Background: an optimization exercise with open tools, aiming at small area, a short achievable clock period and few clock cycles per item. Do not read the settings as production practice. Function was checked by simulation only, so behaviour that the tests miss may differ from the original. Power and IR drop assume default switching activity.

Setup of the baseline:
==> flow/design.v (excerpt) <==
module priority_ordered_list (
    input  wire logic          clk,
    input  wire logic          rst_n,
    input  wire logic          req_valid,
    output logic               req_ready,
    input  wire pol_pkg::req_t req,
    output logic               rsp_valid,
    input  wire logic          rsp_ready,
    output pol_pkg::rsp_t      rsp
);
    localparam int N  = 32;
    localparam int KW = 24;    
    localparam int HW = 8;     
    logic [N*KW-1:0] keys;
    logic [N*HW-1:0] hnds;
    logic [N-1:0]    valid;
    logic [5:0]      count;
    logic [N-1:0]    fg;
    logic [N-1:0]    fm;
    logic [N-1:0]    fh;
    logic            d_v;
    logic [1:0]      d_op;
    logic [HW-1:0]   d_h;
    logic [KW-1:0]   d_k;
    logic [5:0]      d_idx;
    logic            e_v;
    logic [1:0]      e_op;
    logic [HW-1:0]   e_h;
    logic [KW-1:0]   e_k;
    logic [5:0]      e_idx;
    logic [N-1:0]    e_oh;       
    logic            e_multi;    
    logic            e_first;    
    logic [4:0]      hold_pos;
    logic [KW-1:0]   hold_k;
    logic            hv;
    logic            tv;
    logic [47:0]     h_rsp;
    logic [47:0]     t_rsp;
    logic            rr_dv;      
    logic            exec;
    logic            e_ins;
    logic            e_rem;
    logic            e_rd;
    logic            full;
    logic            ins_go;
    logic            rem_go;
    logic            e_consume;
    logic            d_adv;
    logic [N-1:0]    first;
    logic [N-1:0]    ins_mark;
    logic [N-1:0]    ins_prev;
    logic [N-1:0]    take_prev;
    logic [N-1:0]    take_probe;
    logic [N-1:0]    take_next;
    logic [N-1:0]    take_hold;
    logic            found;
  ...
Size in the first run: roughly 1,400 flip-flops, roughly 94 I/O pins.
==> flow/config.mk <==
export PLATFORM = sky130hd
export DESIGN_NAME = priority_ordered_list
export DESIGN_NICKNAME = priority_ordered_list
export VERILOG_FILES = /design/flow/design.v
export SDC_FILE = /design/flow/constraint.sdc
export NUM_CORES = 4
export LEC_CHECK = 0
export CAP_MARGIN = 25
export CORE_MARGIN = 2
export CORE_UTILIZATION = 30
export PLACE_DENSITY = 0.42
export SETUP_SLACK_MARGIN = 4.0
export SLEW_MARGIN = 30
export TNS_END_PERCENT = 0
==> flow/constraint.sdc <==
create_clock -name core_clock -period 7.0 [get_ports {clk}]
set_input_delay 1.4000 -clock core_clock [delete_from_list [all_inputs] [get_ports {clk}]]
set_output_delay 1.4000 -clock core_clock [all_outputs]
set_load 0.01 [all_outputs]
run.sh (not shown) runs the stock make flow with config.mk's settings and CLKGATE_MAP_FILE= SYNTH_SCRIPT=/design/flow/synth_recipe.tcl, a recipe that flattens the netlist after the stock synthesis.
The baseline completed end to end with timing, DRC and antenna clean.
Testbench counts of the baseline, summed over its fixed seeds: cycles 12,272, items 12,000.
The following lists how the candidate was set up differently from the baseline:
# the baseline
export LEC_CHECK = 0
export CAP_MARGIN = 25
export CORE_MARGIN = 2
export CORE_UTILIZATION = 30
export PLACE_DENSITY = 0.42
export SETUP_SLACK_MARGIN = 4.0
export SLEW_MARGIN = 30
export TNS_END_PERCENT = 0
create_clock -name core_clock -period 7.0 [get_ports {clk}]
# the candidate
export LEC_CHECK = 0
export CAP_MARGIN = 25
export CORE_MARGIN = 2
export CORE_UTILIZATION = 30
export PLACE_DENSITY = 0.42
export SETUP_SLACK_MARGIN = 3.0
export SLEW_MARGIN = 30
create_clock -name core_clock -period 7.0 [get_ports {clk}]
## What came out
- The candidate completed; timing, DRC and antenna clean
- Transition time at the pin with the least slew margin ended up 0.049 ns lower on the candidate than on the baseline.
- The timing endpoint of the critical path comes out h_rsp[21] in one run and fg[5] in the other, namely in the baseline and the candidate respectively.
- Finished layout cell area went up slightly going from the baseline to the candidate.
- The candidate ended up with a lower global-route met3 utilization than the baseline did.
- Comparing the candidate and the baseline, portion of total power attributed to combinational logic is higher on the candidate.
- The candidate vs. the baseline: met1 capacity usage during global routing shrank by 1.5 points; maximum ir drop on the vdd rail lost 14%; met2 track demand over resource in global routing now sits lower; core utilization of the finished layout moved up; power per cell area fell by about 1.4%.
- Overall routed net length came out lower on the candidate than on the baseline.
- The candidate vs the baseline, source of the critical timing path: d_k[10] vs fh[29]

==> static timing again, ports no longer ideal <==
The flow's constraints put no driver on any port. The routed layouts listed below were extracted and timed again, unchanged, in two steps.
Step 1, drivers: a clkbuf_16 drives clk and a buf_2 each remaining input, both assumed.
Step 2 also shifts input and output timing later by t, the mid clock arrival at the registers, as if the neighbouring blocks saw the same clock.
Three values: no drivers, after step 1, after step 2; two values: the first two.
run	shift t [ns]	slack for setup (ns)	worst setup path at the end
the baseline	1.006	2.332 / 2.332 / 2.332	register to register
the candidate	0.987	2.723 / 2.723 / 2.723	register to register
After both steps every run listed still meets setup and hold.
